What follows belongs to an exercise in optimizing a design on an open flow for small area; a production flow would make more cautious choices. Function was checked by simulation only, so behaviour that the tests miss may differ from the original. Power is estimated from default activity; no workload was simulated.

==> trial 71 <==
==> flow/design.v <==
package regfile_pkg;
  typedef enum logic [1:0] {
    RF_IDLE,
    RF_CLEAR,
    RF_DONE
  } rf_state_t;
  localparam int unsigned RF_DATA_W = 32;
  localparam int unsigned RF_ADDR_W = 5;
  function automatic int unsigned rf_depth(input int unsigned addrW);
    rf_depth = 32'd1 << addrW;
  endfunction
endpackage
module regfile_aoi222 (
  input  logic [2:0] sel,
  input  logic [2:0] d,
  output logic       y_n
);
  assign y_n = ~|(sel & d);
endmodule
import regfile_pkg::*;
module regfile_mp
#(
  parameter int unsigned DATA_W   = RF_DATA_W,
  parameter int unsigned ADDR_W   = RF_ADDR_W,
  parameter int unsigned NUM_RD   = 2,
  parameter int unsigned ZERO_REG = 1
) (
  input  logic                     clk,
  input  logic                     rst,
  input  logic [NUM_RD*ADDR_W-1:0] rd_addr,
  output logic [NUM_RD*DATA_W-1:0] rd_data,
  input  logic                     we,
  input  logic [ADDR_W-1:0]        wr_addr,
  input  logic [DATA_W-1:0]        wr_data,
  input  logic                     clr_req,
  output logic                     busy,
  output logic                     clr_done,
  input  logic [ADDR_W-1:0]        dbg_addr,
  output logic [DATA_W-1:0]        dbg_data
);
  localparam int unsigned DEPTH  = regfile_pkg::rf_depth(ADDR_W);
  localparam int unsigned NPORT  = NUM_RD + 1;       
  localparam int unsigned NGRP   = (DEPTH - 1) / 3;  
  localparam int unsigned NTERM  = NGRP + 1;         
  regfile_pkg::rf_state_t state;
  logic [ADDR_W-1:0]      clrPtr;
  always_ff @(posedge clk) begin
    if (rst) begin
      state  <= RF_IDLE;
      clrPtr <= '0;
    end else begin
      unique case (state)
        RF_IDLE: begin
          if (clr_req) state <= RF_CLEAR;
          clrPtr <= '0;
        end
        RF_CLEAR: begin
          if (clrPtr == '1) state <= RF_DONE;
          clrPtr <= clrPtr + 1'b1;
        end
        RF_DONE: begin
          state  <= clr_req ? RF_CLEAR : RF_IDLE;
          clrPtr <= '0;
        end
        default: begin
          state  <= RF_IDLE;
          clrPtr <= '0;
        end
      endcase
    end
  end
  logic busyInt;
  assign busyInt  = (state == RF_CLEAR);
  assign busy     = busyInt;
  assign clr_done = (state == RF_DONE);
  logic [DEPTH-1:1]  valid;
  logic [DATA_W-1:0] data [DEPTH-1:1];
  logic [ADDR_W-1:0] portAddr [NPORT];
  logic [DEPTH-1:1]  sel      [NPORT];
  for (genvar k = 0; k < NUM_RD; k++) begin : gRdAddr
    assign portAddr[k] = rd_addr[k*ADDR_W +: ADDR_W];
  end
  assign portAddr[NUM_RD] = dbg_addr;
  for (genvar i = 1; i < DEPTH; i++) begin : gEntry
    logic wrHit;
    assign wrHit = we && !busyInt && (wr_addr == ADDR_W'(i));
    always_ff @(posedge clk) begin
      if (rst) begin
        valid[i] <= 1'b0;
      end else if (busyInt && (clrPtr == ADDR_W'(i))) begin
        valid[i] <= 1'b0;
      end else if (wrHit) begin
        valid[i] <= 1'b1;
      end
    end
    always_ff @(posedge clk) begin
      if (wrHit) begin
        data[i] <= wr_data;
      end
    end
    for (genvar k = 0; k < NPORT; k++) begin : gSel
      assign sel[k][i] = valid[i] && (portAddr[k] == ADDR_W'(i));
    end
  end
  logic [DATA_W-1:0] portData [NPORT];
  for (genvar k = 0; k < NPORT; k++) begin : gPort
    for (genvar b = 0; b < DATA_W; b++) begin : gBit
      logic [NTERM-1:0] termN;
      for (genvar g = 0; g < NGRP; g++) begin : gGrp
        regfile_aoi222 uAoi (
          .sel ({sel[k][3*g+3], sel[k][3*g+2], sel[k][3*g+1]}),
          .d   ({data[3*g+3][b], data[3*g+2][b], data[3*g+1][b]}),
          .y_n (termN[g])
        );
      end
      assign termN[NGRP] = ~(sel[k][DEPTH-1] & data[DEPTH-1][b]);
      assign portData[k][b] = ~&termN;
    end
  end
  for (genvar k = 0; k < NUM_RD; k++) begin : gRdOut
    assign rd_data[k*DATA_W +: DATA_W] = portData[k];
  end
  assign dbg_data = portData[NUM_RD];
endmodule
==> flow/flow/run.sh <==
#!/bin/bash
# Layout flow: the standard ORFS flow, with two changes:
#  - ports are buffered with a small plain buffer instead of ORFS's default pick;
#  - the clock tree uses smaller buffers and no dummy loads.
set -euo pipefail
bash standard.sh \
  BUFFER_PORTS_ARGS="-buffer_cell sky130_fd_sc_hd__buf_2" \
  CTS_ARGS="-sink_clustering_enable -repair_clock_nets -dont_use_dummy_load -buf_list {sky130_fd_sc_hd__clkbuf_8 sky130_fd_sc_hd__clkbuf_16} -sink_clustering_size 30 -sink_clustering_max_diameter 80" \
  finish > standard_flow.log 2>&1
==> flow/standard.sh <==
#!/bin/bash
# synth_recipe.tcl (not shown) runs the flow's synth.tcl, then flattens the netlist and writes it again
# the make line also repeats each setting of config.mk as NAME=value (left out here)
make -C /OpenROAD-flow-scripts/flow DESIGN_CONFIG=/design/flow/config.mk WORK_HOME=/design/flow/orfs CLKGATE_MAP_FILE= SYNTH_SCRIPT=/design/flow/synth_recipe.tcl "${@:-finish}"
==> flow/config.mk <==
export PLATFORM = sky130hd
export DESIGN_NAME = regfile_mp
export DESIGN_NICKNAME = regfile_mp
export VERILOG_FILES = /design/flow/design.v
export SDC_FILE = /design/flow/constraint.sdc
export NUM_CORES = 4
export LEC_CHECK = 0
export CAP_MARGIN = 0
export CORE_MARGIN = 2
export CORE_UTILIZATION = 35
export PLACE_DENSITY = 0.5
export SLEW_MARGIN = 0
export SYNTH_HIERARCHICAL = 1
export SYNTH_MINIMUM_KEEP_SIZE = 0
==> flow/constraint.sdc <==
create_clock -name core_clock -period 6.5 [get_ports {clk}]
set_input_delay 1.3000 -clock core_clock [delete_from_list [all_inputs] [get_ports {clk}]]
set_output_delay 1.3000 -clock core_clock [all_outputs]
set_load 0.01 [all_outputs]
==> trial 59: changes against trial 71 <==
==> flow/run.sh (new file) <==
#!/bin/bash
# synth_recipe.tcl (not shown) runs the flow's synth.tcl, then flattens the netlist and writes it again
# the make line also repeats each setting of config.mk as NAME=value (left out here)
make -C /OpenROAD-flow-scripts/flow DESIGN_CONFIG=/design/flow/config.mk WORK_HOME=/design/flow/orfs CLKGATE_MAP_FILE= SYNTH_SCRIPT=/design/flow/synth_recipe.tcl finish
- CAP_MARGIN: 0 -> 20
- CORE_UTILIZATION: 35 -> 40
- PLACE_DENSITY: 0.5 -> unset
- SLEW_MARGIN: 0 -> 20
removed: flow/flow/run.sh
removed: flow/standard.sh
==> build 22: changes against trial 71 <==
==> flow/design.v, changed modules only <==
module regfile_and3 (
  input  logic a,
  input  logic b,
  input  logic c,
  output logic y
);
  assign y = a & b & c;
endmodule
module regfile_and2 (
  input  logic a,
  input  logic b,
  output logic y
);
  assign y = a & b;
endmodule
module regfile_mp
#(
  parameter int unsigned DATA_W   = RF_DATA_W,
  parameter int unsigned ADDR_W   = RF_ADDR_W,
  parameter int unsigned NUM_RD   = 2,
  parameter int unsigned ZERO_REG = 1
) (
  input  logic                     clk,
  input  logic                     rst,
  input  logic [NUM_RD*ADDR_W-1:0] rd_addr,
  output logic [NUM_RD*DATA_W-1:0] rd_data,
  input  logic                     we,
  input  logic [ADDR_W-1:0]        wr_addr,
  input  logic [DATA_W-1:0]        wr_data,
  input  logic                     clr_req,
  output logic                     busy,
  output logic                     clr_done,
  input  logic [ADDR_W-1:0]        dbg_addr,
  output logic [DATA_W-1:0]        dbg_data
);
  localparam int unsigned DEPTH  = regfile_pkg::rf_depth(ADDR_W);
  localparam int unsigned NPORT  = NUM_RD + 1;       
  localparam int unsigned NGRP   = (DEPTH - 1) / 3;  
  localparam int unsigned NTERM  = NGRP + 1;         
  localparam int unsigned NSPLIT = 2;                
  localparam int unsigned SPLIT_W = DATA_W / NSPLIT;
  localparam int unsigned LO_W   = 2;                
  localparam int unsigned HI_W   = ADDR_W - LO_W;
  regfile_pkg::rf_state_t state;
  logic [ADDR_W-1:0]      clrPtr;
  always_ff @(posedge clk) begin
    if (rst) begin
      state  <= RF_IDLE;
      clrPtr <= '0;
    end else begin
      unique case (state)
        RF_IDLE: begin
          if (clr_req) state <= RF_CLEAR;
          clrPtr <= '0;
        end
        RF_CLEAR: begin
          if (clrPtr == '1) state <= RF_DONE;
          clrPtr <= clrPtr + 1'b1;
        end
        RF_DONE: begin
          state  <= clr_req ? RF_CLEAR : RF_IDLE;
          clrPtr <= '0;
        end
        default: begin
          state  <= RF_IDLE;
          clrPtr <= '0;
        end
      endcase
    end
  end
  logic busyInt;
  assign busyInt  = (state == RF_CLEAR);
  assign busy     = busyInt;
  assign clr_done = (state == RF_DONE);
  localparam int unsigned NADDR = NPORT + 1;
  localparam int unsigned WPORT = NPORT;
  logic [ADDR_W-1:0]       portAddr [NADDR];
  logic [(1<<LO_W)-1:0]    preLo    [NADDR];
  logic [(1<<HI_W)-1:0]    preHi    [NADDR];
  for (genvar k = 0; k < NUM_RD; k++) begin : gRdAddr
    assign portAddr[k] = rd_addr[k*ADDR_W +: ADDR_W];
  end
  assign portAddr[NUM_RD] = dbg_addr;
  assign portAddr[WPORT]  = wr_addr;
  for (genvar k = 0; k < NADDR; k++) begin : gPre
    for (genvar j = 0; j < (1 << LO_W); j++) begin : gLo
      assign preLo[k][j] = (portAddr[k][LO_W-1:0] == LO_W'(j));
    end
    for (genvar j = 0; j < (1 << HI_W); j++) begin : gHi
      if (k == WPORT) begin : gWr
        assign preHi[k][j] = (portAddr[k][ADDR_W-1:LO_W] == HI_W'(j)) && we && !busyInt;
      end else begin : gRd
        assign preHi[k][j] = (portAddr[k][ADDR_W-1:LO_W] == HI_W'(j));
      end
    end
  end
  logic [DEPTH-1:1]  valid;
  logic [DATA_W-1:0] data [DEPTH-1:1];
  logic [DEPTH-1:1]  sel [NPORT][NSPLIT];
  for (genvar i = 1; i < DEPTH; i++) begin : gEntry
    logic [NSPLIT-1:0] wrHit;
    for (genvar h = 0; h < NSPLIT; h++) begin : gWrDrv
      regfile_and2 uWrDrv (
        .a (preHi[WPORT][i >> LO_W]),
        .b (preLo[WPORT][i % (1 << LO_W)]),
        .y (wrHit[h])
      );
    end
    always_ff @(posedge clk) begin
      if (rst) begin
        valid[i] <= 1'b0;
      end else if (busyInt && (clrPtr == ADDR_W'(i))) begin
        valid[i] <= 1'b0;
      end else if (wrHit[0]) begin
        valid[i] <= 1'b1;
      end
    end
    for (genvar h = 0; h < NSPLIT; h++) begin : gWrPart
      always_ff @(posedge clk) begin
        if (wrHit[h]) begin
          data[i][h*SPLIT_W +: SPLIT_W] <= wr_data[h*SPLIT_W +: SPLIT_W];
        end
      end
    end
    for (genvar k = 0; k < NPORT; k++) begin : gSel
      for (genvar h = 0; h < NSPLIT; h++) begin : gDrv
        regfile_and3 uSelDrv (
          .a (valid[i]),
          .b (preHi[k][i >> LO_W]),
          .c (preLo[k][i % (1 << LO_W)]),
          .y (sel[k][h][i])
        );
      end
    end
  end
  logic [DATA_W-1:0] portData [NPORT];
  for (genvar k = 0; k < NPORT; k++) begin : gPort
    for (genvar b = 0; b < DATA_W; b++) begin : gBit
      localparam int unsigned H = b / SPLIT_W;
      logic [NTERM-1:0] termN;
      for (genvar g = 0; g < NGRP; g++) begin : gGrp
        regfile_aoi222 uAoi (
          .sel ({sel[k][H][3*g+3], sel[k][H][3*g+2], sel[k][H][3*g+1]}),
          .d   ({data[3*g+3][b], data[3*g+2][b], data[3*g+1][b]}),
          .y_n (termN[g])
        );
      end
      assign termN[NGRP] = ~(sel[k][H][DEPTH-1] & data[DEPTH-1][b]);
      assign portData[k][b] = ~&termN;
    end
  end
  for (genvar k = 0; k < NUM_RD; k++) begin : gRdOut
    assign rd_data[k*DATA_W +: DATA_W] = portData[k];
  end
  assign dbg_data = portData[NUM_RD];
endmodule
==> flow/flow/run.sh (replaced) <==
#!/bin/bash
# Layout flow: the standard ORFS flow, with three changes:
#  - ports are buffered with buf_2 instead of ORFS's default pick, and the
#    output-port buffers are then set to buf_1 (flow/ports.tcl);
#  - the clock tree uses clkbuf_8 at the leaves, clkbuf_16 above them,
#    and no dummy loads.
set -euo pipefail
bash standard.sh \
  BUFFER_PORTS_ARGS="-buffer_cell sky130_fd_sc_hd__buf_2" \
  PRE_RESIZE_TCL="$PWD/flow/ports.tcl" \
  CTS_ARGS="-sink_clustering_enable -repair_clock_nets -dont_use_dummy_load -buf_list {sky130_fd_sc_hd__clkbuf_8} -sink_clustering_size 14 -sink_clustering_max_diameter 60 -root_buf sky130_fd_sc_hd__clkbuf_16 -tree_buf sky130_fd_sc_hd__clkbuf_16" \
  finish > standard_flow.log 2>&1
==> flow/flow/ports.tcl (new file) <==
# The output ports only drive the fixed output load: after port buffering,
# use buf_1 instead of buf_2 for the buffer in front of each output port.
set n_swapped 0
foreach port [get_ports -filter "direction == output"] {
  foreach pin [get_pins -of_objects [get_nets [get_full_name $port]] -filter "direction == output"] {
    set inst [get_cells -of_objects $pin]
    if {[get_property $inst ref_name] eq "sky130_fd_sc_hd__buf_2"} {
      replace_cell $inst sky130_fd_sc_hd__buf_1
      incr n_swapped
    }
  }
}
puts "ports.tcl: $n_swapped output buffers set to buf_1"
- CAP_MARGIN: 0 -> 10
- PLACE_DENSITY: 0.5 -> 0.65
- SLEW_MARGIN: 0 -> 10
==> build 75: changes against trial 71 <==
==> flow/flow/run.sh (replaced) <==
#!/bin/bash
# Layout flow: the standard ORFS flow, with two changes:
#  - ports are buffered with a small plain buffer instead of ORFS's default pick;
#  - the clock tree uses smaller buffers and no dummy loads.
set -euo pipefail
bash standard.sh \
  BUFFER_PORTS_ARGS="-buffer_cell sky130_fd_sc_hd__buf_2" \
  CTS_ARGS="-sink_clustering_enable -repair_clock_nets -dont_use_dummy_load -buf_list sky130_fd_sc_hd__clkbuf_4 sky130_fd_sc_hd__clkbuf_8 -sink_clustering_size 20 -sink_clustering_max_diameter 60" \
  finish > standard_flow.log 2>&1
- CAP_MARGIN: 0 -> 20
- SLEW_MARGIN: 0 -> 20
==> run summary <==
| metric | trial 71 | trial 59 | build 22 | build 75 |
|---|---|---|---|---|
| Largest net degree at the start of global routing | 39 | 39 | 40 | - |
| Final worst hold slack | 528 ps | 514 ps | 531 ps | - |
| Via count of the first global-routing pass | 36100 | 37100 | 35700 | - |
| Final non-clock buffer share | 3.93% | 6.67% | 2.39% | - |
| Depth of the most critical reg-to-reg path | 5 | 5 | 4 | - |
| Fraction of layout cells with a size suffix above 1 | 16.0% | 14.7% | 7.18% | - |
| Gr ovfl total | 0 | 0 | 0 | - |
| Number of placed instances, taps included | 4630 | 4485 | 4747 | 4630 |
| Stages on the worst setup path | 8 | 7 | 7 | - |
| Yosys warning count | 11 | 11 | 18 | 11 |
| Worst setup slack before clock tree synthesis | 1030 ps | 393 ps | 1040 ps | 1030 ps |
| Status | no timing/DRC/antenna violations | no timing/DRC/antenna violations | no timing/DRC/antenna violations | stopped before the end |
| Last stage reached | - | - | - | clock tree synthesis (4_1_cts) |
| Count of TritonRoute iterations in the first routing pass | 15 | 17 | 17 | - |
| Accumulated negative setup slack | 0 ps | 0 ps | 0 ps | - |
| Die H | 362 um | 339 um | 364 um | 362 um |
| Global-route track usage on met3 | 8.55% | 10.7% | 10.4% | - |
| Clock network power share | 31.9% | 44.5% | 31.1% | - |

## port drivers added, routing unchanged
In the flow no input, the clock included, has a driving cell. The finished layouts below were timed again as built, in two steps. Step 1: set_driving_cell puts a clkbuf_16 on clk and a buf_2 on each other input, an assumption about the parent block. Step 2, shift: input delay + t, output delay - t, t = (earliest + latest rising clock arrival at the registers) / 2. This alone moves slack from input paths to output paths. Slacks: no drivers / after step 1 / after step 2; pairs: no drivers / after step 1.
run	t (ns)	setup WS [ns]	worst setup path at the end	worst register clock-pin slew, ns
trial 71	0.766	0.851 / 0.798 / 0.798	input to output	0.12 / 0.12
trial 59	0.778	0.163 / 0.127 / 0.127	input to output	0.07 / 0.07
build 22	0.726	0.688 / 0.611 / 0.611	input to output	0.10 / 0.10
After both steps setup and hold are still met in every run listed. The setup slack of build 22, which loses most, moves by -0.077 ns with the drivers and by -0.077 ns with both steps.
